What follows belongs to an exercise in optimizing a design on an open flow for small area; a production flow would make more cautious choices. Where RTL was checked, it was by simulation tests only, not by an equivalence proof against the original. Power is estimated from default activity; no workload was simulated.

the reference run:
==> module exec_unit, before the edit <==
module exec_unit
(
    input  logic                       clk,
    input  logic                       start,       
    input  logic                       stepping,    
    input  logic [isa_pkg::step_w-1:0] step,
    input  logic [3:0]                 ph,
    input  logic                       a_bit,
    input  logic                       b_bit,
    input  logic                       is_mult,
    input  logic                       host_wr,     
    input  isa_pkg::word_t             host_data,
    input  logic                       is_add,      
    input  logic                       is_slt,
    input  logic                       inv_b,       
    output isa_pkg::word_t             result,
    output logic                       eq           
);
    localparam int w = isa_pkg::word_w;
    logic [w-1:0] acc;
    logic [w-1:0] base;
    logic [w-1:0] y;
    logic [w-1:0] bring;
    logic [w-1:0] bmod;
    logic         pass1;
    logic         act;
    logic         ins;
    logic         done_q;      
    logic         done;
    logic         lap;         
    logic         top;
    logic         a_x;
    logic         b_x;
    logic         cin;
    logic         c_q;
    logic         s_bit;
    logic         c_bit;
    logic         x_bit;
    logic         acc_cin;
    logic         eq_q;
    assign pass1 = !step[4];
    assign act   = stepping && (is_mult || is_add);
    assign done  = done_q && !start;
    assign lap   = stepping && is_add && (ph == 4'd0) && !done;
    assign top   = is_slt && (ph == 4'd15);
    assign a_x   = a_bit ^ top;
    assign b_x   = b_bit ^ inv_b ^ top;
    assign cin   = (ph == 4'd0) ? inv_b : c_q;
    assign s_bit = a_x ^ b_x ^ cin;
    assign c_bit = (a_x & b_x) | (a_x & cin) | (b_x & cin);
    always_ff @(posedge clk)
    begin
        c_q    <= c_bit;
        done_q <= stepping && (done || lap);
    end
    assign ins = is_mult ? (stepping && pass1 && b_bit) : lap;
    always_comb
    begin
        for (int n = 0; n < w; n++)
        begin
            if (4'(n) == {ph[2:0], 1'b0})
                bmod[n] = ins;
            else
                bmod[n] = bring[n];
        end
    end
    always_ff @(posedge clk)
    begin
        if (act)
            bring <= {bmod[w-2:0], bmod[w-1]};
        else
            bring <= '0;
    end
    assign x_bit = is_mult ? a_bit : (s_bit && !is_slt);
    always_comb
    begin
        for (int n = 0; n < w; n++)
            y[n] = x_bit && bmod[n] && (4'(n) >= ph);
    end
    assign acc_cin = stepping && top && done && !c_bit;
    always_comb
    begin
        if (host_wr)
            base = host_data;
        else if (start)
            base = '0;
        else
            base = acc;
    end
    always_ff @(posedge clk)
    begin
        acc <= base + y + w'(acc_cin);
    end
    assign result = acc;
    always_ff @(posedge clk)
    begin
        if (stepping && pass1)
            eq_q <= (start || eq_q) && (a_bit == b_bit);
    end
    assign eq = eq_q;
endmodule
==> module isa_core, before the edit <==
module isa_core
(
    input  logic              clk,
    input  logic              rst_n,
    input  logic              run,
    input  logic              host_we,
    input  isa_pkg::reg_idx_t host_idx,
    input  isa_pkg::word_t    host_data,
    input  logic              instr_valid,
    input  isa_pkg::word_t    instr_data,
    output logic              fetch_req,
    output isa_pkg::pc_t      fetch_addr,
    output logic              wb_valid,
    output isa_pkg::reg_idx_t wb_idx,
    output isa_pkg::word_t    wb_data,
    output logic              io_stall
);
    logic                       clr;
    logic [3:0]                 ph;
    logic [3:0]                 ph_nxt;
    isa_pkg::word_t             instr;
    logic                       start;
    logic                       stepping;
    logic [isa_pkg::step_w-1:0] step;
    logic                       retire;
    logic                       zero;
    logic                       rs_bit;
    logic                       rt_bit;
    logic                       is_alu;
    logic                       is_mult;
    logic                       is_slt;
    logic                       is_add;
    logic                       inv_b;
    logic                       core_we;
    logic                       host_wr;
    logic                       host_wr_q;
    isa_pkg::reg_idx_t          host_idx_q;
    logic                       rf_we;
    isa_pkg::reg_idx_t          rf_idx;
    isa_pkg::word_t             rf_data;
    isa_pkg::word_t             result;
    always_ff @(posedge clk or negedge rst_n)
    begin
        if (!rst_n)
        begin
            clr <= 1'b1;
            ph  <= '0;
        end
        else
        begin
            clr <= 1'b0;
            ph  <= ph_nxt;
        end
    end
    assign ph_nxt = ph + 4'd1;
    fetch_ctrl u_fetch_ctrl (
        .clk         (clk),
        .rst_n       (rst_n),
        .run         (run),
        .instr_valid (instr_valid),
        .instr_data  (instr_data),
        .zero        (zero),
        .fetch_req   (fetch_req),
        .fetch_addr  (fetch_addr),
        .instr       (instr),
        .start       (start),
        .stepping    (stepping),
        .step        (step),
        .retire      (retire)
    );
    assign is_alu  = (instr[15:14] == 2'b00);
    assign is_mult = (instr[15:13] == 3'b001) && instr[0];
    assign is_slt  = (instr[15:13] == 3'b001) && !instr[0];
    assign is_add  = (instr[15:13] == 3'b000) || is_slt;
    assign inv_b   = ((instr[15:13] == 3'b000) && instr[0]) || is_slt;
    assign core_we = retire && is_alu;
    assign host_wr = host_we && !run;
    always_ff @(posedge clk)
    begin
        host_wr_q  <= host_wr;
        host_idx_q <= host_idx;
    end
    assign rf_we   = core_we || host_wr_q;
    assign rf_idx  = core_we ? instr[4:1] : host_idx_q;
    assign rf_data = result;
    reg_file u_reg_file (
        .clk     (clk),
        .ph_nxt  (ph_nxt),
        .clr     (clr),
        .we      (rf_we),
        .wr_idx  (rf_idx),
        .wr_data (rf_data),
        .rs_idx  (instr[12:9]),
        .rt_idx  (instr[8:5]),
        .rs_bit  (rs_bit),
        .rt_bit  (rt_bit)
    );
    exec_unit u_exec_unit (
        .clk      (clk),
        .start    (start),
        .stepping (stepping),
        .step     (step),
        .ph       (ph),
        .a_bit    (rs_bit),
        .b_bit    (rt_bit),
        .is_mult  (is_mult),
        .host_wr  (host_wr),
        .host_data(host_data),
        .is_add   (is_add),
        .is_slt   (is_slt),
        .inv_b    (inv_b),
        .result   (result),
        .eq       (zero)
    );
    assign wb_valid = core_we;
    assign wb_idx   = instr[4:1];
    assign wb_data  = result;
    assign io_stall = !retire;
endmodule
Settings: LEC_CHECK=0, ABC_CLOCK_PERIOD_IN_PS=5500, CAP_MARGIN=20, CORE_MARGIN=2, CORE_UTILIZATION=55, SLEW_MARGIN=20; clock period 5.5 ns.
standard.sh (not shown) runs the stock make flow with config.mk's settings and CLKGATE_MAP_FILE= SYNTH_SCRIPT=/design/flow/synth_recipe.tcl, a recipe that flattens the netlist after the stock synthesis.
==> flow/flow/run.sh <==
#!/bin/bash
# The standard layout (standard.sh) with these changes:
#  - synthesis (flow/synth.tcl) maps the register-file ring muxes to o22ai
#    cells before ABC maps the rest
#  - port buffers use the smallest buffer cell
#  - the clock tree is built from small clock buffers in small sink
#    clusters, without dummy loads
# The ORFS tools log to orfs/logs as usual; make's output goes to
# standard.log.
set -euo pipefail
here=$(pwd)
sed "s#SYNTH_SCRIPT=[^ ]*#SYNTH_SCRIPT=$here/flow/synth.tcl#" standard.sh > standard_own.sh
export FLOW_FLOW_DIR=$here/flow
export BUFFER_PORTS_ARGS="-buffer_cell sky130_fd_sc_hd__buf_1"
export CTS_ARGS="-sink_clustering_enable -repair_clock_nets -dont_use_dummy_load -buf_list {sky130_fd_sc_hd__clkbuf_4} -sink_clustering_size 10 -sink_clustering_max_diameter 40"
bash standard_own.sh > standard.log 2>&1
==> flow/flow/ringmux.v <==
// Map a 2:1 mux into one o22ai cell: Y = !((!S | !B) & (S | !A)) = S ? B : A.
// The inverters are left to ABC, which merges them with their drivers.
module \$_MUX_ (A, B, S, Y);
  input A, B, S;
  output Y;
  wire na, nb, ns;
  \$_NOT_ inv_a (.A(A), .Y(na));
  \$_NOT_ inv_b (.A(B), .Y(nb));
  \$_NOT_ inv_s (.A(S), .Y(ns));
  sky130_fd_sc_hd__o22ai_1 _TECHMAP_REPLACE_ (.A1(ns), .A2(nb), .B1(S), .B2(na), .Y(Y));
endmodule
==> flow/flow/synth.tcl <==
# The standard flow's synthesis script (synth_recipe.tcl) with one addition: just before
# the final ABC mapping, the 2:1 muxes that feed the register-file ring
# flip-flops are mapped to single o22ai cells (flow/ringmux.v), so every
# ring bit gets the same small cell. ABC maps the rest as usual. The
# flip-flops are mapped before this point, so the registers are the same
# as in the standard synthesis.
proc synth {args} { yosys synth -nofsm -noshare {*}$args }
proc abc {args} {
  yosys select -set ringmux {*}{c:u_reg_file.ring* %ci1:+[D] %ci1:+[Y] t:$_MUX_ %i}
  yosys select -count @ringmux
  yosys techmap -map $::env(FLOW_FLOW_DIR)/ringmux.v @ringmux
  yosys opt_expr
  yosys opt_merge
  yosys opt_expr
  yosys opt_clean
  yosys abc {*}$args
}
source $::env(SCRIPTS_DIR)/synth.tcl
# left out here: clear keep_hierarchy, flatten, clean up, hide names made inside functions, write 1_2_yosys.v
Input changes introduced in the trial run (baseline for comparison: the reference run):
-- flow/design.v --
<<< the reference run, line 143
    input  logic                       b_bit,
    input  logic                       is_mult,
    input  logic                       host_wr,     
    input  isa_pkg::word_t             host_data,
    input  logic                       is_add,      
    input  logic                       is_slt,
>>> the trial run, line 143
    input  logic                       b_bit,
    input  logic                       is_mult,
    input  logic                       is_add,      
    input  logic                       is_slt,
<<< the reference run, line 188
        done_q <= stepping && (done || lap);
    end
    assign ins = is_mult ? (stepping && pass1 && b_bit) : lap;
    always_comb
    begin
>>> the trial run, line 186
        done_q <= stepping && (done || lap);
    end
    assign ins = is_mult ? (pass1 && b_bit) : lap;
    always_comb
    begin
<<< the reference run, line 213
    end
    assign acc_cin = stepping && top && done && !c_bit;
    always_comb
    begin
        if (host_wr)
            base = host_data;
        else if (start)
            base = '0;
        else
            base = acc;
    end
    always_ff @(posedge clk)
    begin
>>> the trial run, line 211
    end
    assign acc_cin = stepping && top && done && !c_bit;
    assign base    = start ? '0 : acc;
    always_ff @(posedge clk)
    begin
<<< the reference run, line 270
    logic                       core_we;
    logic                       host_wr;
    logic                       host_wr_q;
    isa_pkg::reg_idx_t          host_idx_q;
    logic                       rf_we;
    isa_pkg::reg_idx_t          rf_idx;
>>> the trial run, line 260
    logic                       core_we;
    logic                       host_wr;
    logic                       rf_we;
    isa_pkg::reg_idx_t          rf_idx;
<<< the reference run, line 312
    assign core_we = retire && is_alu;
    assign host_wr = host_we && !run;
    always_ff @(posedge clk)
    begin
        host_wr_q  <= host_wr;
        host_idx_q <= host_idx;
    end
    assign rf_we   = core_we || host_wr_q;
    assign rf_idx  = core_we ? instr[4:1] : host_idx_q;
    assign rf_data = result;
    reg_file u_reg_file (
        .clk     (clk),
>>> the trial run, line 300
    assign core_we = retire && is_alu;
    assign host_wr = host_we && !run;
    assign rf_we   = core_we || host_wr;
    assign rf_idx  = core_we ? instr[4:1] : host_idx;
    assign rf_data = core_we ? result : host_data;
    reg_file u_reg_file (
        .clk     (clk),
<<< the reference run, line 341
        .b_bit    (rt_bit),
        .is_mult  (is_mult),
        .host_wr  (host_wr),
        .host_data(host_data),
        .is_add   (is_add),
        .is_slt   (is_slt),
>>> the trial run, line 324
        .b_bit    (rt_bit),
        .is_mult  (is_mult),
        .is_add   (is_add),
        .is_slt   (is_slt),
Notes after the runs:
- Critical path depth: the trial run and the reference run compared, higher one is the trial run
- Number of clock buffers inserted by TritonCTS: the trial run < the reference run
- [compare] base=the reference run new=the trial run: area of placed instances now smaller; total design power now smaller; overall die width now smaller; worst hold slack comparable.
- Compared to the reference run, the trial run has fraction of area in registers 1.2 points higher.
- Diff the reference run -> the trial run: total power density per cell area went down 31 mW/mm^2, leakage dissipation neither gained nor lost much, clock buffer count now sits lower, maximum clock frequency shows an increase of about 3%.
For the reference run, only the layout was checked, not whether the RTL still works.

## port drivers added, routing unchanged
No port has a modelled driver above. Below, the same layouts with a new extraction and two added sets of constraints. Step 1 (the two cells are an assumption about what drives the block):
set clk [get_ports {clk}]
set_driving_cell -lib_cell sky130_fd_sc_hd__clkbuf_16 $clk
set_driving_cell -lib_cell sky130_fd_sc_hd__buf_2 [delete_from_list [all_inputs] $clk]
Step 2 moves the port delays by t, midway between the first and last clock arrival at a register: inputs arrive t later, outputs are due t later. That takes back most of the time a late clock gives input paths. Three values: no drivers, after step 1, after step 2; two values: the first two.
run	t (ns)	setup WS [ns]	worst register clock-pin slew, ns
the reference run	0.700	0.316 / 0.316 / -0.328	0.11 / 0.11
the trial run	0.668	0.468 / 0.468 / -0.179	0.11 / 0.11
Met with ideal ports but missed after step 2: setup timing in the reference run and the trial run. For the trial run, which loses most, drivers alone change the setup slack by 0.000 ns; drivers and shift together by -0.647 ns.
